This is an optimization exercise on Yosys and OpenROAD, whose aim is small area and a short achievable clock period, not a production implementation. RTL that was checked went through simulation tests only; none was proved equivalent to the original.

==> inputs of run a <==
==> flow/design.v <==
module dm_responder #(
  parameter int NCORES = 4,
  parameter int AW     = 7
) (
  input  logic                 clock,
  input  logic                 rst_n,
  input  logic                 start,
  input  logic [NCORES*16-1:0] core_addr,
  input  logic [NCORES*16-1:0] core_wdata,
  input  logic [NCORES-1:0]    core_we,
  input  logic [NCORES-1:0]    core_end,
  output logic [NCORES*2-1:0]  core_status,
  output logic [NCORES*16-1:0] core_rdata,
  input  logic [AW-1:0]        host_addr,
  input  logic [15:0]          host_wdata,
  input  logic                 host_we,
  output logic [15:0]          host_rdata,
  output logic                 busy,
  output logic                 done
);
  localparam int PW    = $clog2(NCORES);
  localparam int DEPTH = 2**AW;
  localparam int NRP   = NCORES + 1;    
  logic                 run_q, done_q;         
  logic [NCORES-1:0]    full_q, fin_q;
  logic [AW-1:0]        slot_addr [NCORES];
  logic [15:0]          slot_data [NCORES];
  logic [PW-1:0]        rr_q;
  logic [NCORES-1:0]    gnt_q;                 
  logic [AW-1:0]        caddr_q;               
  logic [15:0]          cdata_q;               
  logic [NCORES*2-1:0]  status_q;
  logic [15:0]          mem [DEPTH];
  logic                 unused_addr_bits;
  assign unused_addr_bits = ^core_addr;
  assign busy        = run_q;
  assign done        = done_q;
  assign core_status = status_q;
  logic [NCORES-1:0] cap, full_n, fin_n, gnt_n;
  logic              run_n, done_n, all_clear, gnt_any;
  logic [PW-1:0]     rr_n, gnt_idx;
  logic [AW-1:0]     saddr_n [NCORES];
  logic [15:0]       sdata_n [NCORES];
  logic [AW-1:0]     caddr_n;
  logic [15:0]       cdata_n;
  logic [NCORES*2-1:0] status_n;
  assign all_clear = (&fin_q) && !(|full_q);
  assign gnt_any   = |gnt_q;
  always_comb begin
    gnt_idx = '0;
    for (int i = 0; i < NCORES; i++)
      if (gnt_q[i]) gnt_idx = PW'(i);
  end
  always_comb begin
    for (int i = 0; i < NCORES; i++) begin
      cap[i]     = run_q && !full_q[i] && !fin_q[i] && core_we[i];
      full_n[i]  = rst_n && (cap[i] || (full_q[i] && !gnt_q[i]));
      saddr_n[i] = cap[i] ? core_addr[16*i +: AW] : slot_addr[i];
      sdata_n[i] = cap[i] ? core_wdata[16*i +: 16] : slot_data[i];
    end
    if (!rst_n) begin
      run_n  = 1'b0;
      done_n = 1'b0;
      fin_n  = '0;
    end else if (run_q) begin
      run_n  = !all_clear;
      done_n = all_clear;
      fin_n  = fin_q | core_end;
    end else begin
      run_n  = start;
      done_n = done_q && !start;
      fin_n  = start ? '0 : fin_q;
    end
    if (!rst_n)       rr_n = '0;
    else if (gnt_any) rr_n = (gnt_idx == PW'(NCORES - 1)) ? '0 : gnt_idx + 1'b1;
    else              rr_n = rr_q;
  end
  always_comb begin
    int            cand;
    logic [PW-1:0] cand_idx;
    gnt_n    = '0;
    cand     = 0;
    cand_idx = '0;
    for (int k = NCORES - 1; k >= 0; k--) begin
      cand     = (int'(rr_n) + k) % NCORES;
      cand_idx = PW'(cand);
      if (full_n[cand_idx]) gnt_n = NCORES'(1) << cand_idx;
    end
  end
  always_comb begin
    caddr_n = '0;
    cdata_n = '0;
    for (int i = 0; i < NCORES; i++) begin
      caddr_n = caddr_n | ({AW{gnt_n[i]}} & saddr_n[i]);
      cdata_n = cdata_n | ({16{gnt_n[i]}} & sdata_n[i]);
    end
  end
  always_comb begin
    for (int i = 0; i < NCORES; i++) begin
      if (done_n)      status_n[2*i +: 2] = 2'b11;
      else if (!run_n) status_n[2*i +: 2] = 2'b00;
      else if (full_n[i]) status_n[2*i +: 2] = 2'b10;
      else if (fin_n[i])  status_n[2*i +: 2] = 2'b11;
      else                status_n[2*i +: 2] = 2'b01;
    end
  end
  always_ff @(posedge clock) begin
    run_q    <= run_n;
    done_q   <= done_n;
    fin_q    <= fin_n;
    full_q   <= full_n;
    rr_q     <= rr_n;
    gnt_q    <= gnt_n;
    status_q <= status_n;
    caddr_q  <= caddr_n;
    cdata_q  <= cdata_n;
    for (int i = 0; i < NCORES; i++) begin
      slot_addr[i] <= saddr_n[i];
      slot_data[i] <= sdata_n[i];
    end
  end
  logic [AW-1:0]    waddr;
  logic [15:0]      wdata;
  logic             wval;
  logic [DEPTH-1:0] wen;
  assign waddr = run_q ? caddr_q : host_addr;
  assign wdata = run_q ? cdata_q : host_wdata;
  assign wval  = rst_n && (run_q ? gnt_any : host_we);
  always_comb
    for (int w = 0; w < DEPTH; w++)
      wen[w] = wval && (waddr == AW'(w));
  for (genvar w = 0; w < DEPTH; w++) begin : g_word
    always_ff @(posedge clock)
      if (wen[w]) mem[w] <= wdata;
  end
  logic [NRP*AW-1:0] raddr;
  logic [NRP*16-1:0] rd_q;
  always_comb begin
    for (int i = 0; i < NCORES; i++)
      raddr[AW*i +: AW] = core_addr[16*i +: AW];
    raddr[AW*NCORES +: AW] = host_addr;
  end
  for (genvar p = 0; p < NRP; p++) begin : g_rd
    logic [DEPTH-1:0] rsel;
    logic [15:0]      rd_n;
    always_comb begin
      for (int w = 0; w < DEPTH; w++)
        rsel[w] = rst_n && (raddr[AW*p +: AW] == AW'(w));
      rd_n = '0;
      for (int w = 0; w < DEPTH; w++)
        rd_n = rd_n | ({16{rsel[w]}} & mem[w]);
    end
    always_ff @(posedge clock)
      rd_q[16*p +: 16] <= rd_n;
  end
  assign core_rdata = rd_q[NCORES*16-1:0];
  assign host_rdata = rd_q[NCORES*16 +: 16];
endmodule
==> flow/run.sh <==
#!/bin/bash
# synth_recipe.tcl (not shown) runs the flow's synth.tcl, then flattens the netlist and writes it again
# the make line also repeats each setting of config.mk as NAME=value (left out here)
make -C /OpenROAD-flow-scripts/flow DESIGN_CONFIG=/design/flow/config.mk WORK_HOME=/design/flow/orfs CLKGATE_MAP_FILE= SYNTH_SCRIPT=/design/flow/synth_recipe.tcl finish
==> flow/config.mk <==
export PLATFORM = sky130hd
export DESIGN_NAME = dm_responder
export DESIGN_NICKNAME = dm_responder
export VERILOG_FILES = /design/flow/design.v
export SDC_FILE = /design/flow/constraint.sdc
export NUM_CORES = 4
export LEC_CHECK = 0
export CAP_MARGIN = 20
export CORE_MARGIN = 2
export CORE_UTILIZATION = 40
export SLEW_MARGIN = 20
==> flow/constraint.sdc <==
create_clock -name core_clock -period 4.0 [get_ports {clock}]
set_input_delay 0.8000 -clock core_clock [delete_from_list [all_inputs] [get_ports {clock}]]
set_output_delay 0.8000 -clock core_clock [all_outputs]
set_load 0.01 [all_outputs]
==> run b (differences from run a) <==
--- a/flow/design.v
+++ b/flow/design.v
@@ -124,3 +124,2 @@
   logic             wval;
-  logic [DEPTH-1:0] wen;
   assign waddr = run_q ? caddr_q : host_addr;
@@ -128,28 +127,13 @@
   assign wval  = rst_n && (run_q ? gnt_any : host_we);
-  always_comb
-    for (int w = 0; w < DEPTH; w++)
-      wen[w] = wval && (waddr == AW'(w));
-  for (genvar w = 0; w < DEPTH; w++) begin : g_word
-    always_ff @(posedge clock)
-      if (wen[w]) mem[w] <= wdata;
-  end
-  logic [NRP*AW-1:0] raddr;
+  always_ff @(posedge clock)
+    if (wval) mem[waddr] <= wdata;
   logic [NRP*16-1:0] rd_q;
-  always_comb begin
-    for (int i = 0; i < NCORES; i++)
-      raddr[AW*i +: AW] = core_addr[16*i +: AW];
-    raddr[AW*NCORES +: AW] = host_addr;
-  end
-  for (genvar p = 0; p < NRP; p++) begin : g_rd
-    logic [DEPTH-1:0] rsel;
-    logic [15:0]      rd_n;
-    always_comb begin
-      for (int w = 0; w < DEPTH; w++)
-        rsel[w] = rst_n && (raddr[AW*p +: AW] == AW'(w));
-      rd_n = '0;
-      for (int w = 0; w < DEPTH; w++)
-        rd_n = rd_n | ({16{rsel[w]}} & mem[w]);
+  always_ff @(posedge clock) begin
+    if (!rst_n) begin
+      rd_q <= '0;
+    end else begin
+      for (int i = 0; i < NCORES; i++)
+        rd_q[16*i +: 16] <= mem[core_addr[16*i +: AW]];
+      rd_q[16*NCORES +: 16] <= mem[host_addr];
     end
-    always_ff @(posedge clock)
-      rd_q[16*p +: 16] <= rd_n;
   end
GPL_TIMING_DRIVEN = 0   (was not set)
SETUP_SLACK_MARGIN = 0.5   (was not set)
==> run c (differences from run a) <==
--- a/flow/design.v
+++ b/flow/design.v
@@ -24,2 +24,3 @@
   logic                 run_q, done_q;         
+  logic                 busy_q;                
   logic [NCORES-1:0]    full_q, fin_q;
@@ -35,3 +36,3 @@
   assign unused_addr_bits = ^core_addr;
-  assign busy        = run_q;
+  assign busy        = busy_q;
   assign done        = done_q;
@@ -108,2 +109,3 @@
     run_q    <= run_n;
+    busy_q   <= run_n;
     done_q   <= done_n;
@@ -132,4 +134,11 @@
   for (genvar w = 0; w < DEPTH; w++) begin : g_word
+    logic [15:0] d;
+    logic        we, we_n;
+    assign we   = wen[w];
+    assign we_n = !wen[w];
+    for (genvar b = 0; b < 16; b++) begin : g_bit
+      dm_wsel u_wsel (.we(we), .we_n(we_n), .wd(wdata[b]), .q(mem[w][b]), .d(d[b]));
+    end
     always_ff @(posedge clock)
-      if (wen[w]) mem[w] <= wdata;
+      mem[w] <= d;
   end
@@ -142,2 +151,3 @@
   end
+  localparam int NG = (DEPTH + 2) / 3;    
   for (genvar p = 0; p < NRP; p++) begin : g_rd
@@ -145,8 +155,21 @@
     logic [15:0]      rd_n;
-    always_comb begin
+    always_comb
       for (int w = 0; w < DEPTH; w++)
         rsel[w] = rst_n && (raddr[AW*p +: AW] == AW'(w));
-      rd_n = '0;
-      for (int w = 0; w < DEPTH; w++)
-        rd_n = rd_n | ({16{rsel[w]}} & mem[w]);
+    for (genvar b = 0; b < 16; b++) begin : g_bit
+      logic [NG-1:0] yn;
+      for (genvar g = 0; g < NG; g++) begin : g_grp
+        if (3*g + 2 < DEPTH) begin : g_3
+          dm_aoi3 u_aoi (.s(rsel[3*g +: 3]),
+                         .d({mem[3*g+2][b], mem[3*g+1][b], mem[3*g][b]}),
+                         .y_n(yn[g]));
+        end else if (3*g + 1 < DEPTH) begin : g_2
+          dm_aoi2 u_aoi (.s(rsel[3*g +: 2]),
+                         .d({mem[3*g+1][b], mem[3*g][b]}),
+                         .y_n(yn[g]));
+        end else begin : g_1
+          assign yn[g] = !(rsel[3*g] && mem[3*g][b]);
+        end
+      end
+      assign rd_n[b] = !(&yn);
     end
@@ -158 +181,24 @@
 endmodule
+module dm_wsel (
+  input  logic we,
+  input  logic we_n,
+  input  logic wd,
+  input  logic q,
+  output logic d
+);
+  assign d = (we & wd) | (we_n & q);
+endmodule
+module dm_aoi3 (
+  input  logic [2:0] s,
+  input  logic [2:0] d,
+  output logic       y_n
+);
+  assign y_n = !(|(s & d));
+endmodule
+module dm_aoi2 (
+  input  logic [1:0] s,
+  input  logic [1:0] d,
+  output logic       y_n
+);
+  assign y_n = !(|(s & d));
+endmodule
GPL_TIMING_DRIVEN = 0   (was not set)
SYNTH_HIERARCHICAL = 1   (was not set)
==> qor summary <==
Mapped cell area: run c 0.1132 sq mm; run b 0.1500 sq mm; run a 0.1347 sq mm
Share of the synthesized area in the top cell type: run c 0.4010; run b 0.4810; run a 0.4566
Gates resized, CTS repair: run c 620; run b 416; run a 0
Vertical die dimension: run c 535.9 um; run b 616.3 um; run a 584.3 um
Share of synthesized cell area in and, or, nand and nor gates: run c 0.1023; run b 0.01415; run a 0.1264
Detailed placer's ending HPWL: run c 680.7 mm; run b 689.5 mm; run a 1496 mm
Instance count of the mapped netlist: run c 10579; run b 7527; run a 12851
Mapped Nets: run c 10749; run b 7697; run a 13022
Syn avg cell area: run c 10.70 sq um; run b 19.93 sq um; run a 10.48 sq um
Post-CTS setup buffer count: run c 319; run b 89; run a 0
Most used flip-flop cell after synthesis: run c sky130_fd_sc_hd__dfxtp_1; run b sky130_fd_sc_hd__edfxtp_1; run a sky130_fd_sc_hd__edfxtp_1
Syn. warnings: run c 17; run b 5; run a 6
Library cells used by synthesis: run c 56; run b 55; run a 84
Row Count: run c 195; run b 224; run a 213
Initial cell density of the core: run c 0.4016; run b 0.4024; run a 0.4011
EDFF count, synth: run c 0; run b 2048; run a 2048
Cell with the most instances after synthesis: run c sky130_fd_sc_hd__a222oi_1; run b sky130_fd_sc_hd__mux4_2; run a sky130_fd_sc_hd__a22oi_1
Outcome: run c did not finish; run b finished with violations; run a did not finish
Failing step: run c global routing; run b -; run a global routing
Reasons for failing layout checks: run c -; run b negative setup slack; run a -
Number of buffers created by CTS: run c 274; run b 284; run a 224
Portion of the post-synthesis area used by sequential elements: run c 0.4010; run b 0.4393; run a 0.4892
Worst setup slack after placement: run c -3.649 ns; run b -2.795 ns; run a -0.8605 ns
Area share of fa/ha/maj cells after synthesis: run c 0.0007738; run b 0.0005840; run a 0.0007432
Placed Cells incl. Taps: run c 15044; run b 12930; run a 19875
For run c, only the layout was checked, not whether the RTL still works.

==> afterwards: timing with drivers on the ports <==
No port has a modelled driver above. Below, the same layout with a new extraction and two added sets of constraints.
Step 1: set_driving_cell puts a clkbuf_16 on clock and a buf_2 on each other input, an assumption about the parent block.
Step 2 times the ports against the registers' clock, not the clock port: input delays grow and output delays shrink by t, the midpoint of the rising clock arrivals with the driver on.
Slacks: ideal ports / drivers / drivers and shift; pairs: ideal ports / drivers.
run: run b
shift t [ns]: 1.098
slack for setup (ns): -0.037 / -0.029 / -1.127
worst setup path after step 2: input to register
worst slew at a driven data input, ns: 0.35
For run b, drivers alone change the setup slack by +0.008 ns; drivers and shift together by -1.090 ns.
